This is an optimization exercise on Yosys and OpenROAD, whose aim is small area, a short achievable clock period and few clock cycles, not a production implementation.
RTL that was checked went through simulation tests only; none was proved equivalent to the original.
No activity file was given, so power comes from the tool's default toggle rates.

job 102:
==> flow/design.v <==
`default_nettype none
package friet_pkg;
    parameter int block_width = 128;
    parameter int lane_width = 32;
    typedef logic [block_width-1:0] block_t;
    typedef enum logic [3:0] {
        inst_load_key = 4'd1,
        inst_encrypt  = 4'd2,
        inst_decrypt  = 4'd3,
        inst_tag      = 4'd4,
        inst_verify   = 4'd5
    } inst_t;
    typedef enum logic [1:0] {
        core_load    = 2'd0,
        core_encrypt = 2'd1,
        core_decrypt = 2'd2,
        core_squeeze = 2'd3
    } core_oper_t;
    parameter logic [2:0] verdict_fixed_bits = 3'b111;
endpackage
`default_nettype wire
`timescale 1ns/10ps
`default_nettype none
module friet_stream_top #(
    parameter int DIN_DOUT_WIDTH = 32
) (
    input  wire                        clk,
    input  wire                        reg_compare_tag_rst,
    input  wire friet_pkg::inst_t      inst,
    input  wire                        inst_valid,
    output logic                       inst_ready,
    input  wire [DIN_DOUT_WIDTH-1:0]   din,
    input  wire                        din_last,
    input  wire                        din_valid,
    output logic                       din_ready,
    output logic [DIN_DOUT_WIDTH-1:0]  dout,
    output logic                       dout_last,
    output logic                       dout_valid,
    input  wire                        dout_ready
);
    localparam int W = DIN_DOUT_WIDTH;
    localparam int LD = 0;
    localparam int EN = 1;
    localparam int DE = 2;
    localparam int TG = 3;
    localparam int VF = 4;
    logic [W-1:0] lane [0:3];
    logic [3:0] p, p_n;          
    logic [3:0] rsel, rsel_n;    
    logic [1:0] wcnt, wcnt_n;
    logic zero, zero_n;          
    logic [4:0] op, op_n;        
    logic [3:0] pend, pend_n;    
    logic [4:0] dec, pdec;
    logic known;
    logic iready, iready_n;
    logic vlast, vlast_n;        
    logic [3:0] diff;            
    logic [W-1:0] o0_d, o1_d;
    logic o0_l, o1_l;
    logic o0_v, o0_v_n;
    logic o1_v, o1_v_n;
    logic drdy, drdy_n;          
    logic qstep, qstep_n;        
    logic dmask, dmask_n;        
    logic [3:0] wep, wep_n;      
    logic [W-1:0] rd;
    logic [W-1:0] x;
    logic [W-1:0] res;
    logic res_l;
    logic [W-1:0] wdata;
    logic step;
    logic enq;
    logic deq;
    logic fin;
    logic free;
    logic blk_end;
    logic wr;
    logic inst_hs;
    always_comb begin
        rd = '0;
        for (int i = 0; i < 4; i++) begin
            rd = rd | (lane[i] & {W{rsel[i]}});
        end
    end
    assign x = rd ^ (din & {W{dmask}});
    assign res = x | {{(W-4){1'b0}}, {3{vlast}}, vlast & (|diff)};
    assign res_l = vlast | (op[TG] & (wcnt == 2'd3)) | ((op[EN] | op[DE]) & din_last);
    assign wdata = op[EN] ? x : din;
    assign inst_ready = iready;
    assign din_ready = drdy;
    assign dout = o0_d;
    assign dout_last = o0_l;
    assign dout_valid = o0_v;
    assign step = qstep | (din_valid & drdy);
    assign enq = step & (op[EN] | op[DE] | op[TG] | vlast);
    assign deq = o0_v & dout_ready;
    assign blk_end = step & (wcnt == 2'd3);
    assign fin = vlast ? step : (op[TG] ? blk_end : (step & ~op[VF] & din_last));
    assign free = ~(|op) | fin;
    assign wr = op[LD] | op[EN] | op[DE];
    assign inst_hs = inst_valid & iready;
    always_comb begin
        dec = '0;
        case (inst)
            friet_pkg::inst_load_key: dec[LD] = 1'b1;
            friet_pkg::inst_encrypt:  dec[EN] = 1'b1;
            friet_pkg::inst_decrypt:  dec[DE] = 1'b1;
            friet_pkg::inst_tag:      dec[TG] = 1'b1;
            friet_pkg::inst_verify:   dec[VF] = 1'b1;
            default:                  dec = '0;
        endcase
    end
    always_comb begin
        pdec = '0;
        case (pend)
            friet_pkg::inst_load_key: pdec[LD] = 1'b1;
            friet_pkg::inst_encrypt:  pdec[EN] = 1'b1;
            friet_pkg::inst_decrypt:  pdec[DE] = 1'b1;
            friet_pkg::inst_tag:      pdec[TG] = 1'b1;
            default:                  pdec[VF] = 1'b1;
        endcase
    end
    assign known = |dec;
    always_comb begin
        op_n = op;
        pend_n = pend;
        iready_n = iready;
        if (free) begin
            iready_n = 1'b1;
            if (!iready) op_n = pdec;
            else if (inst_hs) op_n = dec;
            else op_n = '0;
        end else if (inst_hs) begin
            pend_n = inst;
            iready_n = ~known;
        end
        p_n = p;
        wcnt_n = wcnt;
        zero_n = zero;
        vlast_n = vlast;
        if (step && !vlast) begin
            wcnt_n = wcnt + 2'd1;
            if (blk_end && (op[EN] || op[DE])) p_n = {p[1:0], p[3:2]};
            else p_n = {p[2:0], p[3]};
            if (blk_end && wr) zero_n = 1'b0;
            if (blk_end && op[VF]) vlast_n = 1'b1;
        end
        if (step && vlast) vlast_n = 1'b0;
        if (deq) o0_v_n = o1_v | enq;
        else o0_v_n = o0_v | enq;
        o1_v_n = o1_v ? ~deq : (enq & o0_v & ~deq);
        if (reg_compare_tag_rst) begin
            op_n = '0;
            iready_n = 1'b1;
            p_n = 4'b0001;
            wcnt_n = 2'd0;
            zero_n = 1'b1;
            vlast_n = 1'b0;
            o0_v_n = 1'b0;
            o1_v_n = 1'b0;
        end
        rsel_n = p_n & {4{~(zero_n | vlast_n)}};
        dmask_n = (op_n[EN] | op_n[DE] | op_n[VF]) & ~vlast_n;
        drdy_n = op_n[LD] | (op_n[VF] & ~vlast_n) | ((op_n[EN] | op_n[DE]) & ~o1_v_n);
        qstep_n = (op_n[TG] | vlast_n) & ~o1_v_n;
        wep_n = p_n & {4{drdy_n & (op_n[LD] | op_n[EN] | op_n[DE])}};
    end
    always_ff @(posedge clk) begin
        op <= op_n;
        pend <= pend_n;
        iready <= iready_n;
        p <= p_n;
        wcnt <= wcnt_n;
        zero <= zero_n;
        vlast <= vlast_n;
        o0_v <= o0_v_n;
        o1_v <= o1_v_n;
        rsel <= rsel_n;
        dmask <= dmask_n;
        drdy <= drdy_n;
        qstep <= qstep_n;
        wep <= wep_n;
    end
    always_ff @(posedge clk) begin
        if (step && op[VF] && !vlast) begin
            for (int k = 0; k < 4; k++) begin
                diff[k] <= ((wcnt != 2'd0) & diff[k]) | (|x[8*k +: 8]);
            end
        end
    end
    always_ff @(posedge clk) begin
        for (int i = 0; i < 4; i++) begin
            if (din_valid && wep[i]) lane[i] <= wdata;
        end
    end
    always_ff @(posedge clk) begin
        if (!o0_v || dout_ready) begin
            o0_d <= o1_v ? o1_d : res;
            o0_l <= o1_v ? o1_l : res_l;
        end
        if (!o1_v) begin
            o1_d <= res;
            o1_l <= res_l;
        end
    end
endmodule
`default_nettype wire
==> flow/config.mk <==
export PLATFORM = sky130hd
export DESIGN_NAME = friet_stream_top
export DESIGN_NICKNAME = friet_stream_top
export VERILOG_FILES = /design/flow/design.v
export SDC_FILE = /design/flow/constraint.sdc
export NUM_CORES = 4
export LEC_CHECK = 0
export ABC_AREA = 1
export CAP_MARGIN = 20
export CORE_MARGIN = 2
export CORE_UTILIZATION = 40
export CTS_BUF_LIST = sky130_fd_sc_hd__clkbuf_8 sky130_fd_sc_hd__clkbuf_16
export CTS_CLUSTER_DIAMETER = 100
export CTS_CLUSTER_SIZE = 30
export SETUP_SLACK_MARGIN = 3.8
export SLEW_MARGIN = 20
==> flow/constraint.sdc <==
create_clock -name core_clock -period 6.0 [get_ports {clk}]
set_input_delay 1.2000 -clock core_clock [delete_from_list [all_inputs] [get_ports {clk}]]
set_output_delay 1.2000 -clock core_clock [all_outputs]
set_load 0.01 [all_outputs]
standard.sh (not shown) runs the stock make flow with config.mk's settings and CLKGATE_MAP_FILE= SYNTH_SCRIPT=/design/flow/synth_recipe.tcl, a recipe that flattens the netlist after the stock synthesis.
==> flow/flow/run.sh <==
#!/bin/bash
# The standard layout, with plain buffers (not delay cells) on the ports.
set -euo pipefail
bash standard.sh "BUFFER_PORTS_ARGS=-buffer_cell sky130_fd_sc_hd__buf_1" finish > standard.log 2>&1
Job 102: flow completed, timing, DRC and antenna clean
Testbench counts of job 102, summed over its fixed seeds: cycles 15,718.
Relative to job 102, the following input files were edited for job 104:
--- a/flow/design.v
+++ b/flow/design.v
@@ -47,26 +47,24 @@
     logic [W-1:0] lane [0:3];
     logic [3:0] p, p_n;          
     logic [3:0] rsel, rsel_n;    
     logic [1:0] wcnt, wcnt_n;
     logic zero, zero_n;          
     logic [4:0] op, op_n;        
-    logic [3:0] pend, pend_n;    
-    logic [4:0] dec, pdec;
-    logic known;
+    logic [4:0] pend, pend_n;    
+    logic [4:0] dec;
     logic iready, iready_n;
     logic vlast, vlast_n;        
-    logic [3:0] diff;            
+    logic diff;                  
     logic [W-1:0] o0_d, o1_d;
     logic o0_l, o1_l;
     logic o0_v, o0_v_n;
     logic o1_v, o1_v_n;
     logic drdy, drdy_n;          
     logic qstep, qstep_n;        
     logic dmask, dmask_n;        
-    logic [3:0] wep, wep_n;      
     logic [W-1:0] rd;
     logic [W-1:0] x;
     logic [W-1:0] res;
     logic res_l;
     logic [W-1:0] wdata;
     logic step;
@@ -81,15 +79,15 @@
         rd = '0;
         for (int i = 0; i < 4; i++) begin
             rd = rd | (lane[i] & {W{rsel[i]}});
         end
     end
     assign x = rd ^ (din & {W{dmask}});
-    assign res = x | {{(W-4){1'b0}}, {3{vlast}}, vlast & (|diff)};
+    assign res = x | {{(W-4){1'b0}}, {3{vlast}}, vlast & diff};
     assign res_l = vlast | (op[TG] & (wcnt == 2'd3)) | ((op[EN] | op[DE]) & din_last);
-    assign wdata = op[EN] ? x : din;
+    assign wdata = din ^ (rd & {W{op[EN]}});
     assign inst_ready = iready;
     assign din_ready = drdy;
     assign dout = o0_d;
     assign dout_last = o0_l;
     assign dout_valid = o0_v;
     assign step = qstep | (din_valid & drdy);
@@ -109,34 +107,21 @@
             friet_pkg::inst_tag:      dec[TG] = 1'b1;
             friet_pkg::inst_verify:   dec[VF] = 1'b1;
             default:                  dec = '0;
         endcase
     end
     always_comb begin
-        pdec = '0;
-        case (pend)
-            friet_pkg::inst_load_key: pdec[LD] = 1'b1;
-            friet_pkg::inst_encrypt:  pdec[EN] = 1'b1;
-            friet_pkg::inst_decrypt:  pdec[DE] = 1'b1;
-            friet_pkg::inst_tag:      pdec[TG] = 1'b1;
-            default:                  pdec[VF] = 1'b1;
-        endcase
-    end
-    assign known = |dec;
-    always_comb begin
         op_n = op;
         pend_n = pend;
-        iready_n = iready;
         if (free) begin
-            iready_n = 1'b1;
-            if (!iready) op_n = pdec;
+            pend_n = '0;
+            if (!iready) op_n = pend;
             else if (inst_hs) op_n = dec;
             else op_n = '0;
         end else if (inst_hs) begin
-            pend_n = inst;
-            iready_n = ~known;
+            pend_n = dec;
         end
         p_n = p;
         wcnt_n = wcnt;
         zero_n = zero;
         vlast_n = vlast;
         if (step && !vlast) begin
@@ -149,25 +134,25 @@
         if (step && vlast) vlast_n = 1'b0;
         if (deq) o0_v_n = o1_v | enq;
         else o0_v_n = o0_v | enq;
         o1_v_n = o1_v ? ~deq : (enq & o0_v & ~deq);
         if (reg_compare_tag_rst) begin
             op_n = '0;
-            iready_n = 1'b1;
+            pend_n = '0;
             p_n = 4'b0001;
             wcnt_n = 2'd0;
             zero_n = 1'b1;
             vlast_n = 1'b0;
             o0_v_n = 1'b0;
             o1_v_n = 1'b0;
         end
+        iready_n = ~(|pend_n);
         rsel_n = p_n & {4{~(zero_n | vlast_n)}};
         dmask_n = (op_n[EN] | op_n[DE] | op_n[VF]) & ~vlast_n;
         drdy_n = op_n[LD] | (op_n[VF] & ~vlast_n) | ((op_n[EN] | op_n[DE]) & ~o1_v_n);
         qstep_n = (op_n[TG] | vlast_n) & ~o1_v_n;
-        wep_n = p_n & {4{drdy_n & (op_n[LD] | op_n[EN] | op_n[DE])}};
     end
     always_ff @(posedge clk) begin
         op <= op_n;
         pend <= pend_n;
         iready <= iready_n;
         p <= p_n;
@@ -177,24 +162,21 @@
         o0_v <= o0_v_n;
         o1_v <= o1_v_n;
         rsel <= rsel_n;
         dmask <= dmask_n;
         drdy <= drdy_n;
         qstep <= qstep_n;
-        wep <= wep_n;
     end
     always_ff @(posedge clk) begin
         if (step && op[VF] && !vlast) begin
-            for (int k = 0; k < 4; k++) begin
-                diff[k] <= ((wcnt != 2'd0) & diff[k]) | (|x[8*k +: 8]);
-            end
+            diff <= ((wcnt != 2'd0) & diff) | (|x);
         end
     end
     always_ff @(posedge clk) begin
         for (int i = 0; i < 4; i++) begin
-            if (din_valid && wep[i]) lane[i] <= wdata;
+            if (step && wr && p[i]) lane[i] <= wdata;
         end
     end
     always_ff @(posedge clk) begin
         if (!o0_v || dout_ready) begin
             o0_d <= o1_v ? o1_d : res;
             o0_l <= o1_v ? o1_l : res_l;
Findings:
Job 104 ends up with higher core utilization than job 102 does.
Job 104 against job 102; count of different cell masters after synthesis is down by a few percent.
What job 102 reported for met3 layer wire length in the routed design has to be multiplied by 0.66 to get the figure for job 104.
In job 104 the number of enable-type register cells in the synthesized netlist turned out 4.1% lower than in job 102.
On post-synthesis net count: job 104 sits above job 102.
Looking at core outline area, job 104 sits about 1.5% higher than job 102 does.
Side by side, global-route usage turned out lower in job 104 than in job 102.
Changes observed in job 104 relative to job 102: synthesized cell count up 166; multi-input logic portion of the cell area went up 4.2 points; final cell count rose 17%; power in sequential cells saw a decrease.
The higher final period utilization came out of job 104.
Cmp job 104 and job 102 / total standard cell area after synthesis / higher: job 104
[job 104] total power fell about 3% relative to job 102
Testbench counts of job 104, summed over its fixed seeds: cycles 15,718.

* * *

friet_stream_top, a different RTL version from the one above (not shown whole).
Size: ~860 cells after synthesis, roughly 230 flip-flops, roughly 78 I/O pins, ~0.0091 mm² of cells after synthesis.
==> module friet_stream_top, before the edit <==
module friet_stream_top #(
    parameter int DIN_DOUT_WIDTH = 32
) (
    input  wire                        clk,
    input  wire                        reg_compare_tag_rst,
    input  wire friet_pkg::inst_t      inst,
    input  wire                        inst_valid,
    output logic                       inst_ready,
    input  wire [DIN_DOUT_WIDTH-1:0]   din,
    input  wire                        din_last,
    input  wire                        din_valid,
    output logic                       din_ready,
    output logic [DIN_DOUT_WIDTH-1:0]  dout,
    output logic                       dout_last,
    output logic                       dout_valid,
    input  wire                        dout_ready
);
    localparam int W = DIN_DOUT_WIDTH;
    localparam int LD = 0;
    localparam int EN = 1;
    localparam int DE = 2;
    localparam int TG = 3;
    localparam int VF = 4;
    logic [W-1:0] lane [0:3];
    logic [3:0] p, p_n;          
    logic [3:0] rsel, rsel_n;    
    logic [1:0] wcnt, wcnt_n;
    logic zero, zero_n;          
    logic [4:0] op, op_n;        
    logic [4:0] pend, pend_n;    
    logic [4:0] dec;
    logic iready, iready_n;
    logic vlast, vlast_n;        
    logic diff;                  
    logic [W-1:0] o0_d, o1_d;
    logic o0_l, o1_l;
    logic o0_v, o0_v_n;
    logic o1_v, o1_v_n;
    logic drdy, drdy_n;          
    logic qstep, qstep_n;        
    logic dmask, dmask_n;        
    logic [3:0] wep, wep_n;      
    logic [W-1:0] rd;
    logic [W-1:0] x;
    logic [W-1:0] res;
    logic res_l;
    logic [W-1:0] wdata;
    logic step;
    logic enq;
    logic deq;
    logic fin;
    logic free;
    logic blk_end;
    logic wr;
    logic inst_hs;
    always_comb begin
        rd = '0;
        for (int i = 0; i < 4; i++) begin
            rd = rd | (lane[i] & {W{rsel[i]}});
        end
    end
    assign x = rd ^ (din & {W{dmask}});
    assign res = x | {{(W-4){1'b0}}, {3{vlast}}, vlast & diff};
    assign res_l = vlast | (op[TG] & (wcnt == 2'd3)) | ((op[EN] | op[DE]) & din_last);
    assign wdata = op[EN] ? x : din;
    assign inst_ready = iready;
    assign din_ready = drdy;
    assign dout = o0_d;
    assign dout_last = o0_l;
    assign dout_valid = o0_v;
    assign step = qstep | (din_valid & drdy);
    assign enq = step & (op[EN] | op[DE] | op[TG] | vlast);
    assign deq = o0_v & dout_ready;
    assign blk_end = step & (wcnt == 2'd3);
    assign fin = vlast ? step : (op[TG] ? blk_end : (step & ~op[VF] & din_last));
    assign free = ~(|op) | fin;
    assign wr = op[LD] | op[EN] | op[DE];
    assign inst_hs = inst_valid & iready;
    always_comb begin
        dec = '0;
        case (inst)
            friet_pkg::inst_load_key: dec[LD] = 1'b1;
            friet_pkg::inst_encrypt:  dec[EN] = 1'b1;
            friet_pkg::inst_decrypt:  dec[DE] = 1'b1;
            friet_pkg::inst_tag:      dec[TG] = 1'b1;
            friet_pkg::inst_verify:   dec[VF] = 1'b1;
            default:                  dec = '0;
        endcase
    end
    always_comb begin
        op_n = op;
        pend_n = pend;
        if (free) begin
            pend_n = '0;
            if (!iready) op_n = pend;
            else if (inst_hs) op_n = dec;
            else op_n = '0;
        end else if (inst_hs) begin
            pend_n = dec;
        end
        p_n = p;
        wcnt_n = wcnt;
        zero_n = zero;
        vlast_n = vlast;
        if (step && !vlast) begin
            wcnt_n = wcnt + 2'd1;
            if (blk_end && (op[EN] || op[DE])) p_n = {p[1:0], p[3:2]};
            else p_n = {p[2:0], p[3]};
            if (blk_end && wr) zero_n = 1'b0;
            if (blk_end && op[VF]) vlast_n = 1'b1;
        end
        if (step && vlast) vlast_n = 1'b0;
        if (deq) o0_v_n = o1_v | enq;
        else o0_v_n = o0_v | enq;
        o1_v_n = o1_v ? ~deq : (enq & o0_v & ~deq);
        if (reg_compare_tag_rst) begin
            op_n = '0;
            pend_n = '0;
            p_n = 4'b0001;
            wcnt_n = 2'd0;
            zero_n = 1'b1;
            vlast_n = 1'b0;
            o0_v_n = 1'b0;
            o1_v_n = 1'b0;
        end
        iready_n = ~(|pend_n);
        rsel_n = p_n & {4{~(zero_n | vlast_n)}};
        dmask_n = (op_n[EN] | op_n[DE] | op_n[VF]) & ~vlast_n;
        drdy_n = op_n[LD] | (op_n[VF] & ~vlast_n) | ((op_n[EN] | op_n[DE]) & ~o1_v_n);
        qstep_n = (op_n[TG] | vlast_n) & ~o1_v_n;
        wep_n = p_n & {4{drdy_n & (op_n[LD] | op_n[EN] | op_n[DE])}};
    end
    always_ff @(posedge clk) begin
        op <= op_n;
        pend <= pend_n;
        iready <= iready_n;
        p <= p_n;
        wcnt <= wcnt_n;
        zero <= zero_n;
        vlast <= vlast_n;
        o0_v <= o0_v_n;
        o1_v <= o1_v_n;
        rsel <= rsel_n;
        dmask <= dmask_n;
        drdy <= drdy_n;
        qstep <= qstep_n;
        wep <= wep_n;
    end
    always_ff @(posedge clk) begin
        if (step && op[VF] && !vlast) begin
            diff <= ((wcnt != 2'd0) & diff) | (|x);
        end
    end
    always_ff @(posedge clk) begin
        for (int i = 0; i < 4; i++) begin
            if (din_valid && wep[i]) lane[i] <= wdata;
        end
    end
    always_ff @(posedge clk) begin
        if (!o0_v || dout_ready) begin
            o0_d <= o1_v ? o1_d : res;
            o0_l <= o1_v ? o1_l : res_l;
        end
        if (!o1_v) begin
            o1_d <= res;
            o1_l <= res_l;
        end
    end
endmodule
clock: 6.0 ns
lec_check: 0
abc_area: 1
cap_margin: 20
core_margin: 2
core_utilization: 40
cts_buf_list: sky130_fd_sc_hd__clkbuf_8 sky130_fd_sc_hd__clkbuf_16
cts_cluster_diameter: 100
cts_cluster_size: 30
setup_slack_margin: 3.8
slew_margin: 20
Scripts as last shown in full above: flow/flow/run.sh
==> next run, changes <==
--- a/flow/design.v
+++ b/flow/design.v
@@ -53,9 +53,9 @@
     logic [4:0] pend, pend_n;    
     logic [4:0] dec;
     logic iready, iready_n;
     logic vlast, vlast_n;        
-    logic diff;                  
+    logic [3:0] diff;            
     logic [W-1:0] o0_d, o1_d;
     logic o0_l, o1_l;
     logic o0_v, o0_v_n;
     logic o1_v, o1_v_n;
@@ -82,9 +82,9 @@
             rd = rd | (lane[i] & {W{rsel[i]}});
         end
     end
     assign x = rd ^ (din & {W{dmask}});
-    assign res = x | {{(W-4){1'b0}}, {3{vlast}}, vlast & diff};
+    assign res = x | {{(W-4){1'b0}}, {3{vlast}}, vlast & (|diff)};
     assign res_l = vlast | (op[TG] & (wcnt == 2'd3)) | ((op[EN] | op[DE]) & din_last);
     assign wdata = op[EN] ? x : din;
     assign inst_ready = iready;
     assign din_ready = drdy;
@@ -170,9 +170,11 @@
         wep <= wep_n;
     end
     always_ff @(posedge clk) begin
         if (step && op[VF] && !vlast) begin
-            diff <= ((wcnt != 2'd0) & diff) | (|x);
+            for (int k = 0; k < 4; k++) begin
+                diff[k] <= ((wcnt != 2'd0) & diff[k]) | (|x[8*k +: 8]);
+            end
         end
     end
     always_ff @(posedge clk) begin
         for (int i = 0; i < 4; i++) begin
The new run finished with timing, DRC and antenna clean. Core utilization barely changes. Setup slack improves by 0.020 ns. Wire length goes down by 3.0%. Synthesized cell count went down by 9.1%. Global-route usage came out lower by 0.53 points. Final area stays flat. Total power rose by 1.4%. Clock power is lower by about 0.6%. Worst hold slack degrades by 0.011 ns. Sequential share of layout area climbs by 0.92 points. Sequential power is about the same. Combinational power climbs by 2.3%.
No functional check of the RTL was part of any run of this note.

==> static timing again, ports no longer ideal <==
The flow's constraints put no driver on any port. The routed layouts listed below were extracted and timed again, unchanged, in two steps. Step 1: set_driving_cell puts a clkbuf_16 on clk and a buf_2 on each other input, an assumption about the parent block. Step 2, shift: input delay + t, output delay - t, t = (earliest + latest rising clock arrival at the registers) / 2. This alone moves slack from input paths to output paths. Three values: no drivers, after step 1, after step 2; two values: the first two.
| run | shift t [ns] | slack for setup (ns) | hold WS [ns] | worst setup path at the end | worst data-port slew with drivers (ns) |
|---|---|---|---|---|---|
| job 102 | 0.506 | 3.793 / 3.750 / 3.476 | 0.454 / 0.454 / 0.454 | input to register | 0.06 |
| job 104 | 0.510 | 3.609 / 3.627 / 3.117 | 0.468 / 0.468 / 0.468 | input to register | 0.07 |
| the first run of note 2 | 0.512 | 3.736 / 3.689 / 3.373 | 0.467 / 0.467 / 0.467 | input to register | 0.04 |
| the second run of note 2 | 0.504 | 3.755 / 3.713 / 3.468 | 0.456 / 0.456 / 0.456 | input to register | 0.06 |
After both steps every run listed still meets setup and hold. For job 104, which loses most, drivers alone change the setup slack by +0.018 ns; drivers and shift together by -0.492 ns.
